Context: an optimization exercise on an open-source flow, tuned for small area. The choices shown serve that exercise and are no tape-out recipe. Function was checked by simulation only, so behaviour that the tests miss may differ from the original. Power figures rest on the tool's default switching activity, not on a simulated workload.

==> flow/run.sh <==
#!/bin/bash
# synth_recipe.tcl (not shown) runs the flow's synth.tcl, then flattens the netlist and writes it again
# the make line also repeats each setting of config.mk as NAME=value (left out here)
make -C /OpenROAD-flow-scripts/flow DESIGN_CONFIG=/design/flow/config.mk WORK_HOME=/design/flow/orfs CLKGATE_MAP_FILE= SYNTH_SCRIPT=/design/flow/synth_recipe.tcl finish
==> flow/config.mk <==
export PLATFORM = sky130hd
export DESIGN_NAME = snn_cfg_loader
export DESIGN_NICKNAME = snn_cfg_loader
export VERILOG_FILES = /design/flow/design.v
export SDC_FILE = /design/flow/constraint.sdc
export NUM_CORES = 4
export LEC_CHECK = 0
export CAP_MARGIN = 20
export CORE_MARGIN = 2
export CORE_UTILIZATION = 40
export SLEW_MARGIN = 20
==> flow/constraint.sdc <==
create_clock -name core_clock -period 5.0 [get_ports {clk}]
set_input_delay 1.0000 -clock core_clock [delete_from_list [all_inputs] [get_ports {clk}]]
set_output_delay 1.0000 -clock core_clock [all_outputs]
set_load 0.01 [all_outputs]
==> flow/design.v <==
module snn_cfg_loader #(
  parameter  int unsigned M1        = 24,
  parameter  int unsigned N1        = 8,
  parameter  int unsigned N2        = 2,
  parameter  int unsigned WBITS     = 2,
  parameter  int unsigned DBITS     = 3,
  parameter  int unsigned PBITS     = 2,
  parameter  int unsigned BUS_W     = 8,
  localparam int unsigned CFG_BITS  = (N1*M1 + N2*N1)*(WBITS + DBITS + 1) + 3*PBITS,
  localparam int unsigned CFG_WORDS = (CFG_BITS + BUS_W - 1) / BUS_W,
  localparam int unsigned CNT_W     = (CFG_WORDS > 1) ? $clog2(CFG_WORDS) : 1
) (
  input  logic                      clk,
  input  logic                      reset,
  input  logic                      cfg_start,
  input  logic                      cfg_valid,
  input  logic [BUS_W-1:0]          cfg_data,
  output logic                      cfg_ready,
  input  logic                      enable,
  output logic                      net_enable,
  output logic [N1*M1*WBITS-1:0]    weights1,
  output logic [N2*N1*WBITS-1:0]    weights2,
  output logic [N1*M1*DBITS-1:0]    delay_values1,
  output logic [N1*M1-1:0]          delays1,
  output logic [N2*N1*DBITS-1:0]    delay_values2,
  output logic [N2*N1-1:0]          delays2,
  output logic [PBITS-1:0]          threshold,
  output logic [PBITS-1:0]          decay,
  output logic [PBITS-1:0]          refractory_period,
  output logic                      cfg_loaded,
  output logic                      commit_done,
  output logic                      load_abort,
  output logic                      busy
  ,
  input  logic [CNT_W-1:0]          rb_addr,
  output logic [BUS_W-1:0]          rb_data
);
  localparam int unsigned DF     = DBITS + 1;
  localparam int unsigned OFF_W2 = N1*M1*WBITS;
  localparam int unsigned OFF_D1 = OFF_W2 + N2*N1*WBITS;
  localparam int unsigned OFF_D2 = OFF_D1 + N1*M1*DF;
  localparam int unsigned OFF_P  = OFF_D2 + N2*N1*DF;
  typedef enum logic [1:0] {
    S_IDLE   = 2'd0,
    S_LOAD   = 2'd1,
    S_COMMIT = 2'd2
  } state_t;
  state_t              r_state;
  logic [CNT_W-1:0]    r_cnt;
  logic                r_ready;
  logic                r_busy;
  logic                r_loaded;
  logic                r_commit;
  logic                r_abort;
  logic [CFG_BITS-1:0] r_shadow;
  logic [CFG_BITS-1:0] r_active;
  logic                w_accept;
  logic                w_last;
  assign w_accept = (r_state == S_LOAD) && cfg_valid && !cfg_start;
  assign w_last   = (r_cnt == CNT_W'(CFG_WORDS - 1));
  always_ff @(posedge clk) begin
    if (!reset) begin
      r_state  <= S_IDLE;
      r_cnt    <= '0;
      r_ready  <= 1'b0;
      r_busy   <= 1'b0;
      r_loaded <= 1'b0;
      r_commit <= 1'b0;
      r_abort  <= 1'b0;
    end else begin
      r_commit <= 1'b0;
      r_abort  <= 1'b0;
      case (r_state)
        S_IDLE: begin
          if (cfg_start) begin
            r_state <= S_LOAD;
            r_cnt   <= '0;
            r_ready <= 1'b1;
            r_busy  <= 1'b1;
          end
        end
        S_LOAD: begin
          if (cfg_start) begin
            r_cnt   <= '0;
            r_abort <= 1'b1;
          end else if (cfg_valid) begin
            if (w_last) begin
              r_state <= S_COMMIT;
              r_ready <= 1'b0;
            end else begin
              r_cnt <= r_cnt + 1'b1;
            end
          end
        end
        S_COMMIT: begin
          r_state  <= S_IDLE;
          r_cnt    <= '0;
          r_busy   <= 1'b0;
          r_loaded <= 1'b1;
          r_commit <= 1'b1;
        end
        default: begin
          r_state <= S_IDLE;
          r_cnt   <= '0;
          r_ready <= 1'b0;
          r_busy  <= 1'b0;
        end
      endcase
    end
  end
  always_ff @(posedge clk) begin
    if (!reset) begin
      r_shadow <= '0;
    end else if (w_accept) begin
      for (int unsigned b = 0; b < CFG_BITS; b++) begin
        if (b / BUS_W == 32'(r_cnt)) begin
          r_shadow[b] <= cfg_data[b % BUS_W];
        end
      end
    end
  end
  always_ff @(posedge clk) begin
    if (!reset) begin
      r_active <= '0;
    end else if (r_state == S_COMMIT) begin
      r_active <= r_shadow;
    end
  end
  assign cfg_ready   = r_ready;
  assign busy        = r_busy;
  assign cfg_loaded  = r_loaded;
  assign commit_done = r_commit;
  assign load_abort  = r_abort;
  assign net_enable  = enable & r_loaded;
  assign weights1          = r_active[0      +: N1*M1*WBITS];
  assign weights2          = r_active[OFF_W2 +: N2*N1*WBITS];
  assign threshold         = r_active[OFF_P             +: PBITS];
  assign decay             = r_active[OFF_P + PBITS     +: PBITS];
  assign refractory_period = r_active[OFF_P + 2*PBITS   +: PBITS];
  for (genvar i = 0; i < N1*M1; i++) begin : g_delay1
    assign delay_values1[i*DBITS +: DBITS] = r_active[OFF_D1 + i*DF +: DBITS];
    assign delays1[i]                      = r_active[OFF_D1 + i*DF + DBITS];
  end
  for (genvar i = 0; i < N2*N1; i++) begin : g_delay2
    assign delay_values2[i*DBITS +: DBITS] = r_active[OFF_D2 + i*DF +: DBITS];
    assign delays2[i]                      = r_active[OFF_D2 + i*DF + DBITS];
  end
  logic [BUS_W-1:0] w_rb_word;
  always_comb begin
    w_rb_word = '0;
    if (32'(rb_addr) < CFG_WORDS) begin
      for (int unsigned j = 0; j < BUS_W; j++) begin
        if (32'(rb_addr) * BUS_W + j < CFG_BITS) begin
          w_rb_word[j] = r_active[32'(rb_addr) * BUS_W + j];
        end
      end
    end
  end
  always_ff @(posedge clk) begin
    if (!reset) begin
      rb_data <= '0;
    end else begin
      rb_data <= w_rb_word;
    end
  end
endmodule
==> notes.md <==
## state kept, by name, indices dropped and copies added, names as in the netlist
signal,cells
r_abort,1
r_shadow,1254
r_active,1254
r_ready,1
r_commit,1
r_cnt,8
r_busy,1
r_state,2
rb_data,8
r_loaded,1
## per-layer routing
layer,vias up,part of all wire,global-route usage
li1,42700,-,-
met3,1112,0.10,0.0814
met4,28,0.068,0.207
met1,48000,0.39,0.458
met5,-,0.00039,0
met2,5808,0.44,0.532
## synth_stat cells, types with 7 or more instances
master    count
nor2_1       46
a21oi_1      33
mux4_2      252
o221ai_1     37
buf_2        53
dfxtp_1    2531
and2_1        7
nand3_1    1269
clkbuf_1    974
buf_6        23
mux2_2       33
buf_4         9
a221oi_1     17
o21ai_0      18
a21boi_1     12
a21boi_0   2498
a22oi_1      35
buf_1        44
a22o_1       22
mux2i_1     107
a211o_1      11
nand2_1    3965
nand2b_1     10
a211oi_1     23
buf_8        10
o22ai_1      26
nor2b_1      16
nor3_1       11
## kinds of logic after synthesis
| group | share of synthesized area |
|---|---|
| compound gates | 0.197 |
| xor+xnor | 0.000499 |
| fa+ha+maj | 0.000475 |
| buf+inv | 0.0440 |
| flops | 0.481 |
| mux | 0.0689 |
| simple gates | 0.208 |
## worst reg2reg max path: stages, from the launching register on
cell and delay [ps]:
dfxtp_1 390, mux4_2 500, mux2_2 300, a221oi_1 620, a21oi_1 120, o21ai_0 780, a221oi_1 210
## worst max-delay path by stage
stage,startpoint,end,depth (start not counted)
2_1_floorplan,rb_addr[1],rb_data[5]$_SDFF_PN0_,8
5_1_grt,rb_addr[0],rb_data[6]$_SDFF_PN0_,10
3_3_place_gp,rb_addr[0],rb_data[7]$_SDFF_PN0_,10
6_report,rb_addr[0],rb_data[6]$_SDFF_PN0_,10
3_5_place_dp,rb_addr[0],rb_data[6]$_SDFF_PN0_,10
4_1_cts,rb_addr[0],rb_data[6]$_SDFF_PN0_,10
## power breakdown
part	switching (mW)	internal, mW	leakage, nW
Combinational	1.05	0.523	15.7
Sequential	0.00874	20.2	20.4
Clock	8.79	12.7	4.67
Total	9.85	33.3	40.8
## layout make-up
type                       count  area share
timing repair buffer        1527       0.123
antenna                       16    0.000306
multi-input combinational   8523       0.384
tap                         3515      0.0336
clock buffer                 420      0.0655
sequential                  2531       0.387
inverter                       8    0.000239
clock inverter                82     0.00661
==> reports/metrics.csv <==
stage,metric,value,unit
critical_path,worst reg2reg setup slack,1910,ps
sta,unrepaired setup endpoints after global routing,no,
sta,Tcrit/Tclk final,0.712,
detailed_routing,DRC viols,0,
cells_and_area,final core occ,0.499,
cells_and_area,Filler Cell Count,24400,
global_routing,initial antenna violation count,40,
power_and_ir_drop,VDD IR max,0.391,mV
min_path,Hold Path End,r_active[892]$_SDFFE_PN0P_,
global_routing,first-pass GRT wire length,680,mm
sta,minimum clock period,3560,ps
logic_synthesis,top post-synthesis cells by area,"dfxtp_1 (48%), a21boi_0 (18%), nand2_1 (14%), nand3_1 (6.0%), mux4_2 (5.4%)",
logic_synthesis,cell area after synthesis,105000,um2
sta,# setup viols final,0,
floorplanning,Initial Util,0.402,
sta,Hold WS,391,ps
floorplanning,Die H,517,um
job,Max Cap Viol,0,
detailed_routing,drt first pass iters,8,
floorplanning,die area,267000,um2
critical_path,CP max FO,30,
clocking,Clock transition at path regs,60,ps
logic_synthesis,"FF+latch count, synth",2531,
detailed_routing,DR vias/cell,5.87,
cells_and_area,final cell count without fillers,16600,
cells_and_area,design area,131000,um2
sta,Post-Route Setup TNS,0,ps
sta,Final Skew,88.5,ps
detailed_routing,Starting DRT DRC Count,12700,
floorplanning,die extent in x,517,um
min_path,Hold Path Depth,2,
cells_and_area,FF/Latch Area,50700,um2
cells_and_area,layout cells sized above 1,0.0785,
min_path,min-delay worst type,flop to flop,
critical_path,worst stage delay on the critical path,550,ps
placement,placed instance area,121000,um2
sta,Slew headroom,0.104,
detailed_routing,WL per Instance,29.6,um
logic_synthesis,top cell type by total area after synthesis,dfxtp_1,
critical_path,"Buf+Inv Stages, Crit Path",4,
floorplanning,I/O pins,1289,
critical_path,r2r startpoint,r_active[513]$_SDFFE_PN0P_,
cells_and_area,area delta synth->final,24.3,%
placement,DP Wirelength,339,mm
detailed_routing,via count,97600,
power_and_ir_drop,Leak Pwr,40.8,nW
cells_and_area,highest-count cells in the layout ignoring fill and taps,"nand2_1 (3963), dfxtp_1 (2531), a21boi_0 (2498)",
clocking,post-CTS sizing,0,
floorplanning,Core Area,262000,um2
placement,I/O Buffers,1288,
cells_and_area,nets,12900,
sta,max frequency,0.281,GHz
logic_synthesis,unique cell type count in the Yosys netlist,61,
clocking,buffer count from post-CTS setup fixing,0,
clocking,Root Buffer,clkbuf_16,
logic_synthesis,average cell area after synthesis,8.64,um2
clocking,clock latency (worst-skew pair),1000,ps
power_and_ir_drop,Pwr Total,43.2,mW
sta,Worst Max-Slew Pin Slew,1340,ps
placement,RD Place Congestion,0.966,
min_path,min-delay src,r_shadow[892]$_SDFFE_PN0P_,
critical_path,r2r endpoint,rb_data[1]$_SDFF_PN0_,
clocking,Clock Tree Buf Depth,4,
critical_path,CP arrival,4370,ps
critical_path,CP cell instances,buf_8 -> buf_12 -> buf_12 -> mux4_2 -> a22oi_1 -> nand3_1 -> a22oi_1 -> buf_4 -> a31oi_1 -> o21ba_2,
status,outcome,finished clean,
global_routing,Total GRT Usage,0.352,
placement,Post-Place Setup Slack,646,ps
logic_synthesis,"Seq/Total Area, Yosys",0.481,
logic_synthesis,total number of yosys warnings,1,
critical_path,"Req. time, crit path",5810,ps
clocking,clock tree from TritonCTS,done,
global_routing,gr ovfl total,0,
logic_synthesis,Synth Flop Type,dfxtp_1,
placement,DP Cell Count,16100,
sta,Setup WS post-layout,1440,ps
detailed_routing,final antenna-violating net count,0,
logic_synthesis,Post-Syn Instances,12200,
global_routing,vias in the first global route,88900,
critical_path,Critical Path Slowest Stage Cell,mux4_2,
logic_synthesis,Yosys top cell area share,0.481,
critical_path,critical path class,input pin to flop,
logic_synthesis,ys async rst share,0,
clocking,CTS H-tree depth,5,
clocking,hold_buf cts,0,
clocking,CTS buffer count,294,
logic_synthesis,Post-synth EDFFs,0,
sta,endpoints failing hold,0,
critical_path,R2R depth,6,
critical_path,Startpoint Class,input pin,
power_and_ir_drop,total power per unit cell area,330,nW/um2
critical_path,"CP delay by family, top",compound AO/OA/AOI/OAI gates,
sta,"Slew Viols, Final",0,
logic_synthesis,syn nets,12200,
critical_path,Worst setup EP type,flop,
cells_and_area,multi-input logic area,50200,um2
detailed_routing,Detailed Route WL,492,mm
cells_and_area,"commonest non-fill, non-tap cell in the layout",nand2_1,
floorplanning,row cnt,188,
global_routing,largest net degree at the start of global routing,275,
clocking,clock sinks,2531,

==> what the ideal ports hide <==
Ports are ideal in the flow. The routed layout listed here was re-timed in OpenROAD.
Step 1 sets driving cells, clkbuf_16 on the clock port and buf_2 on the other inputs (assumed; they add their load-dependent delay and slew).
Step 2 also shifts input and output timing later by t, the mid clock arrival at the registers, as if the neighbouring blocks saw the same clock.
a / b / c = ideal / step 1 / step 2; a / b = the first two.
t (ns): 1.056
setup WS [ns]: 1.442 / 1.490 / 0.433
worst setup path after step 2: input to register
After both steps setup and hold are still met in this run. For this run, drivers alone change the setup slack by +0.048 ns; drivers and shift together by -1.009 ns.
